Background: an optimization exercise with open tools, aiming at small area, a short achievable clock period and few clock cycles per item. Do not read the settings as production practice.
Function not checked in this run: the RTL went through the layout flow alone.

==> design.v <==
module fft8_top
(
    input  logic              clk,
    input  logic              reset,
    input  logic              sample_valid_i,
    input  logic [23:0]       sample_i,
    output logic              accept_o,
    input  logic              out_ready_i,
    output logic              out_valid_o,
    output logic [31:0]       bin_o,
    output logic              complete_o
);
    localparam int AW = 14;
    localparam logic [32:0] TW_C = 33'd23170;
    localparam logic [32:0] RND  = 33'd32767;
    logic [1:0] r;
    always_ff @(posedge clk)
    begin
        if (reset)
            r <= 2'd3;
        else
            r <= r + 1'b1;
    end
    logic               iv;
    logic [2:0]         in_n;
    logic signed [11:0] ixr;
    logic signed [11:0] ixi;
    logic [2:0]         tcnt;
    logic               take;
    logic               proc;
    logic               rf;
    assign proc     = iv & (in_n[0] == r[0])
                    & ((in_n != 3'd7) | (r == 2'd3))
                    & ((in_n != 3'd0) | ~rf);
    assign accept_o = ~iv | proc;
    assign take     = sample_valid_i & accept_o;
    always_ff @(posedge clk)
    begin
        if (reset)
        begin
            iv   <= 1'b0;
            tcnt <= '0;
        end
        else
        begin
            if (take)
            begin
                iv   <= 1'b1;
                tcnt <= tcnt + 1'b1;
            end
            else if (proc)
                iv <= 1'b0;
        end
    end
    always_ff @(posedge clk)
    begin
        if (take)
        begin
            in_n <= tcnt;
            ixr  <= sample_i[23:12];
            ixi  <= sample_i[11:0];
        end
    end
    logic signed [AW-1:0] p_re [4];
    logic signed [AW-1:0] p_im [4];
    logic signed [AW-1:0] q_re [4];
    logic signed [AW-1:0] q_im [4];
    logic signed [AW-1:0] s_re [4];
    logic signed [AW-1:0] s_im [4];
    logic [1:0]           m;
    logic                 clr;
    logic signed [AW-1:0] xr;
    logic signed [AW-1:0] xi;
    assign m   = in_n[2:1];
    assign clr = proc & (m == 2'd0);
    assign xr  = proc ? AW'(ixr) : '0;
    assign xi  = proc ? AW'(ixi) : '0;
    always_comb
    begin
        for (int k = 0; k < 4; k++)
        begin
            logic signed [AW-1:0] tr;
            logic signed [AW-1:0] ti;
            logic signed [AW-1:0] br;
            logic signed [AW-1:0] bi;
            logic [1:0]           p;
            logic                 nr;
            logic                 ni;
            p  = 2'(m * 2'(k));
            nr = proc & p[1];
            ni = proc & (p[0] ^ p[1]);
            tr = (p[0] ? xi : xr) ^ {AW{nr}};
            ti = (p[0] ? xr : xi) ^ {AW{ni}};
            br = clr ? '0 : q_re[k];
            bi = clr ? '0 : q_im[k];
            s_re[k] = br + tr + AW'(nr);
            s_im[k] = bi + ti + AW'(ni);
        end
    end
    always_ff @(posedge clk)
    begin
        for (int k = 0; k < 4; k++)
        begin
            p_re[k] <= s_re[k];
            p_im[k] <= s_im[k];
            q_re[k] <= p_re[k];
            q_im[k] <= p_im[k];
        end
    end
    logic signed [AW-1:0] he_re [4];
    logic signed [AW-1:0] he_im [4];
    logic signed [AW-1:0] ho_re [4];
    logic signed [AW-1:0] ho_im [4];
    logic                 hv;
    logic [2:0]           c;
    logic                 rdy;
    logic                 iss;
    logic                 h_free;
    logic                 load;
    assign rdy    = ~out_valid_o | out_ready_i;
    assign iss    = hv & rdy & (c[1:0] == r);
    assign h_free = ~hv | (iss & (c == 3'd7));
    assign load   = (r == 2'd3) & h_free & (rf | (proc & (in_n == 3'd7)));
    always_ff @(posedge clk)
    begin
        for (int i = 0; i < 4; i++)
        begin
            if (load)
            begin
                he_re[i] <= p_re[i];
                he_im[i] <= p_im[i];
                ho_re[i] <= s_re[i];
                ho_im[i] <= s_im[i];
            end
            else
            begin
                he_re[i] <= he_re[(i + 1) % 4];
                he_im[i] <= he_im[(i + 1) % 4];
                ho_re[i] <= ho_re[(i + 1) % 4];
                ho_im[i] <= ho_im[(i + 1) % 4];
            end
        end
    end
    always_ff @(posedge clk)
    begin
        if (reset)
        begin
            hv <= 1'b0;
            c  <= '0;
            rf <= 1'b0;
        end
        else
        begin
            if (load)
                rf <= 1'b0;
            else if (proc & (in_n == 3'd7))
                rf <= 1'b1;
            if (load)
            begin
                hv <= 1'b1;
                c  <= '0;
            end
            else if (iss)
            begin
                c <= c + 1'b1;
                if (c == 3'd7)
                    hv <= 1'b0;
            end
        end
    end
    logic [1:0]         k;
    logic               h;
    logic signed [15:0] er;
    logic signed [15:0] ei;
    logic signed [15:0] orr;
    logic signed [15:0] oi;
    logic signed [15:0] br;
    logic signed [15:0] bi;
    logic signed [15:0] wr;
    logic signed [15:0] wi;
    logic signed [15:0] oa;
    logic signed [15:0] ob;
    logic signed [15:0] te;
    logic signed [15:0] u;
    logic signed [18:0] f;
    logic [18:0]        oa_x;
    logic               sub_u;
    logic               sg;
    assign k   = r;
    assign h   = c[2];
    assign er  = 16'(he_re[0]);
    assign ei  = 16'(he_im[0]);
    assign orr = 16'(ho_re[0]);
    assign oi  = 16'(ho_im[0]);
    always_comb
    begin
        br = k[1] ? oi : orr;
        bi = k[1] ? orr : oi;
        wr = h ? er - br : er + br;
        wi = (h ^ k[1]) ? ei - bi : ei + bi;
        if (k[0])
        begin
            oa = orr;
            ob = oi;
            te = ei;
        end
        else
        begin
            oa = 16'(ho_re[1]);
            ob = 16'(ho_im[1]);
            te = 16'(he_re[1]);
        end
        sub_u = k[0] ^ k[1];
        oa_x  = 19'(oa) ^ {19{sub_u}};
        u     = 16'(19'(ob) + oa_x + 19'(sub_u));
        f     = (19'(ob) << 2) + 19'(ob) + (oa_x << 2) + oa_x + (sub_u ? 19'd5 : 19'd0);
        sg = (k == 2'd3) ? ~h : h;
    end
    logic               v1;
    logic               odd1;
    logic signed [15:0] w1r;
    logic signed [15:0] w1i;
    logic signed [15:0] e1;
    logic signed [15:0] u1;
    logic signed [18:0] f1;
    logic               rho1;
    logic               sg1;
    always_ff @(posedge clk)
    begin
        if (reset)
            v1 <= 1'b0;
        else if (rdy)
            v1 <= iss;
    end
    always_ff @(posedge clk)
    begin
        if (rdy)
        begin
            odd1 <= k[0];
            w1r  <= wr;
            w1i  <= wi;
            e1   <= te;
            u1   <= u ^ {16{sg}};
            f1   <= f ^ {19{sg}};
            rho1 <= h;
            sg1  <= sg;
        end
    end
    logic [32:0] kk;
    logic [32:0] t;
    logic [15:0] tx;
    logic [15:0] hold_re;
    assign kk = (rho1 ? RND : 33'd0) + (sg1 ? 33'd4738 : 33'd0);
    assign t  = (33'(e1) << 15) + (33'(f1) << 12) + (33'(f1) << 9)
              + (33'(u1) << 7) + (33'(u1) << 1) + kk;
    assign tx = t[30:15];
    always_ff @(posedge clk)
    begin
        if (rdy & v1 & ~odd1)
            hold_re <= tx;
    end
    always_ff @(posedge clk)
    begin
        if (reset)
            out_valid_o <= 1'b0;
        else if (rdy)
            out_valid_o <= v1;
    end
    always_ff @(posedge clk)
    begin
        if (rdy)
            bin_o <= odd1 ? {hold_re, tx} : {w1r, w1i};
    end
    logic [2:0] ocnt;
    logic [1:0] fcnt;
    logic [1:0] fcnt_n;
    logic       f_in;
    logic       f_out;
    logic       fire;
    assign fire   = out_valid_o & out_ready_i;
    assign f_in   = take & (tcnt == 3'd7);
    assign f_out  = fire & (ocnt == 3'd7);
    assign fcnt_n = fcnt + 2'(f_in) - 2'(f_out);
    always_ff @(posedge clk)
    begin
        if (reset)
        begin
            ocnt       <= '0;
            fcnt       <= '0;
            complete_o <= 1'b0;
        end
        else
        begin
            if (fire)
                ocnt <= ocnt + 1'b1;
            fcnt       <= fcnt_n;
            complete_o <= (fcnt_n != 2'd0);
        end
    end
endmodule
==> run.sh <==
#!/bin/bash
# synth_recipe.tcl (not shown) runs the flow's synth.tcl, then flattens the netlist and writes it again
# the make line also repeats each setting of config.mk as NAME=value (left out here)
make -C /OpenROAD-flow-scripts/flow DESIGN_CONFIG=/design/flow/config.mk WORK_HOME=/design/flow/orfs CLKGATE_MAP_FILE= SYNTH_SCRIPT=/design/flow/synth_recipe.tcl finish
==> config.mk <==
export PLATFORM = sky130hd
export DESIGN_NAME = fft8_top
export DESIGN_NICKNAME = fft8_top
export VERILOG_FILES = /design/flow/design.v
export SDC_FILE = /design/flow/constraint.sdc
export NUM_CORES = 4
export LEC_CHECK = 0
export CAP_MARGIN = 20
export CORE_MARGIN = 2
export CORE_UTILIZATION = 40
export SLEW_MARGIN = 20
==> constraint.sdc <==
create_clock -name core_clock -period 9.5 [get_ports {clk}]
set_input_delay 1.9000 -clock core_clock [delete_from_list [all_inputs] [get_ports {clk}]]
set_output_delay 1.9000 -clock core_clock [all_outputs]
set_load 0.01 [all_outputs]
==> out/qor.yml <==
critical_path:
  path_buf_inv: 0
  path_class: "reg2reg"
  cp_cell_sequence: "or4b_1, and4_4, nand2_4, and2_1, ha_1, nor2b_1, o21ai_0, a21boi_0, o21a_1, o21a_1, o21a_1, o311ai_0, or3b_2, mux2_2"
  critical-path-max-stage-delay_ns: 0.82
  worst_setup_path_end_kind: "flop"
  reg2reg_from: "in_n[1]"
  critPathLaunch: "in_n[1]"
  crit_arrival_ns: 6.18
  worst_setup_path_start_kind: "flop"
  cp_common_cell: "o21a_1"
  cp_data_required_time_ns: 10.02
  critPathMaxFanout: 65
  cp_slowest_cell: "edfxtp_1"
  cpLargestDelayFamily: "simple AND/OR/NAND/NOR gates"
hold_path:
  hold_path.class: "reg2reg"
  min_from: "p_im[3][1]"
detailed_routing:
  drcViolationCount: 0
  dr.pass1.iters: 5
  wl_per_cell_um: 18.1
  viasPerCell: 4.97
  vias: 22472
  drt-initial-drc-count: 1447
  ant_nets: 0
  wirelength_um: 81800
floorplan:
  initial_core_util: 0.405
  core-area_mm2: 0.0807
  die-height_um: 290
  io_pins: 63
  dieArea_mm2: 0.0840
  die_width_um: 290
  row_count: 104
global_route:
  grt_pass1_wl_um: 127000
  grt_max_degree: 171
  gr-total-overflow: 0
  antenna_found_initial: 2
  grtUsageTotal: 0.197
  grt_pass1_vias: 22055
cts:
  clk_latency_ns: 0.63
  clk_pin_slew_worst_paths_ns: 0.06
  postCtsSetupBuffers: 0
  cts_max_level: 3
  tritoncts: "yes"
  cts_max_path_buffers: 3
  cts.repair.resized: 0
  cts_hold_buf: 0
  cts.sinks: 624
  ctsRootBufferMaster: "clkbuf_16"
  cts_buffers: 67
synth:
  ys_top_cells_by_area: "dfxtp_1 (29%), edfxtp_1 (14%), ha_1 (9.4%), nand2_1 (7.7%), fa_1 (5.9%)"
  ys_seq_area_frac: 0.431
  synth_area_leader_cell: "dfxtp_1"
  syn_nets: 3752
  ys_async_sr_fraction: 0
  synth_area_mm2: 0.0327
  yosys_warnings: 11
  synthCells: 3383
  synth.ff_latch_count: 624
  synth_edf_count: 157
  synth_flop_cell: "dfxtp_1"
  syn_area_per_cell_um2: 9.66
  yosysTopAreaCellShare: 0.286
  synth.distinct_cells: 73
finish:
  mostFrequentLayoutCells: "nand2_1 (665), dfxtp_1 (465), ha_1 (244)"
  diodes: 0
  drive_above_1_share: 0.0763
  nets: 3775
  final_common_cell: "nand2_1"
  multi_input_area_mm2: 0.0174
  seq_area_mm2: 0.0141
  fill_cells: 7734
  areaGrowthSynthToFinish_pct: 12.4
  fin_area_mm2: 0.0367
timing:
  fmax_mhz: 177
  tightest_slew_ns: 1.12
  fin_skew_ns: 0.0259
  fin_crit_ns: 5.66
  setup_viol: 0
  final_max_slew_viol_count: 0
  finalHoldViolCount: 0
  min_period_over_period: 0.596
  rsz0062_at_grt: "no"
  relSlewSlack: 0.254
  setup_tns_ns: 0
place:
  placed_area_mm2: 0.0343
  gp_congestion: 0.865
  portBuffers: 62
  dpl.hpwl_um: 61700
job:
  maxCapViolCount: 0
status:
  status: "finished clean"
==> flip-flops by register name, summed over array words and instances (netlist names), 12 cells and up <==
name and count:
ho_re 56, w1r 16, e1 14, ixr 12
p_re 56, hold_re 16, q_re 56, f1 17
bin_o 32, u1 16, ixi 12, he_im 56
p_im 56, he_re 56, q_im 56, w1i 16
ho_im 56
==> routing by layer <==
metal	wire length [µm]	GRT usage	share of wire
met3	2810	0.0224	0.034
met5	0	0	0
met2	37000	0.316	0.45
met4	1580	0.0482	0.019
met1	40400	0.283	0.49
==> area by class of cell <==
cell class	instances	share of cell area
clock buffers	82	0.0502
inverters	210	0.0215
repair buffers	80	0.0209
clock inverters	42	0.0150
flip-flops and latches	624	0.383
multi-input cells	2423	0.473
well taps	1060	0.0361
==> per-stage QoR <==
stage	std cells	hold WS (ns)	utilization	setup slack, ns
4_1_cts	4521	0.339	0.455	3.77
2_1_floorplan	3383	0.331	-	3.11
6_report	4521	0.337	0.455	3.84
5_1_grt	4521	0.345	0.455	3.48
3_5_place_dp	4397	0.335	0.426	3.84
3_3_place_gp	4397	0.332	0.426	3.89
==> Yosys cell counts, types with 99 or more instances <==
| master | count |
|---|---|
| nand2_1 | 666 |
| dfxtp_1 | 467 |
| ha_1 | 245 |
| inv_1 | 208 |
| nor2_1 | 185 |
| a21oi_1 | 180 |
| xnor2_1 | 178 |
| edfxtp_1 | 157 |
| and2_1 | 124 |
| xor2_1 | 121 |
| clkbuf_1 | 99 |
| mux2_2 | 99 |
==> path summary, 6_finish.rpt <==
kind / to / slack, ns / cells past startpoint
max reg2reg: ho_re[2][12] / 3.84 / 14
max: ho_re[2][12] / 3.84 / 14
min reg2reg: q_im[3][1] / 0.34 / 0
min: q_im[3][1] / 0.34 / 0
==> logic make-up after synthesis <==
logic type,share of synthesized area
AND/OR/NAND/NOR,0.160
flip-flops,0.431
AO/OA/AOI/OAI,0.0840
adder cells (fa/ha/maj),0.153
buffers and inverters,0.0393
XOR/XNOR,0.0802
multiplexers,0.0531
==> worst reg2reg max path: stages (launching register included) <==
cell and delay [ns]:
edfxtp_1 0.82, or4b_1 0.73, and4_4 0.56, nand2_4 0.47, and2_1 0.37, ha_1 0.34, nor2b_1 0.15, o21ai_0 0.25
a21boi_0 0.17, o21a_1 0.21, o21a_1 0.24, o21a_1 0.22, o311ai_0 0.28, or3b_2 0.48, mux2_2 0.27

## port drivers added, routing unchanged
No port has a modelled driver above. Below, the same layout with a new extraction and two added sets of constraints.
Step 1 sets driving cells, clkbuf_16 on the clock port and buf_2 on the other inputs (assumed; they add their load-dependent delay and slew).
Step 2 moves the port delays by t, midway between the first and last clock arrival at a register: inputs arrive t later, outputs are due t later. That takes back most of the time a late clock gives input paths.
a / b / c = ideal ports / drivers / drivers and shift; a / b = the first two.
t, ns: 0.681
slack for setup (ns): 3.842 / 3.842 / 3.842
hold WS [ns]: 0.337 / 0.337 / 0.337
After both steps setup and hold are still met in this run. The setup slack of this run moves by 0.000 ns with the drivers and by 0.000 ns with both steps.
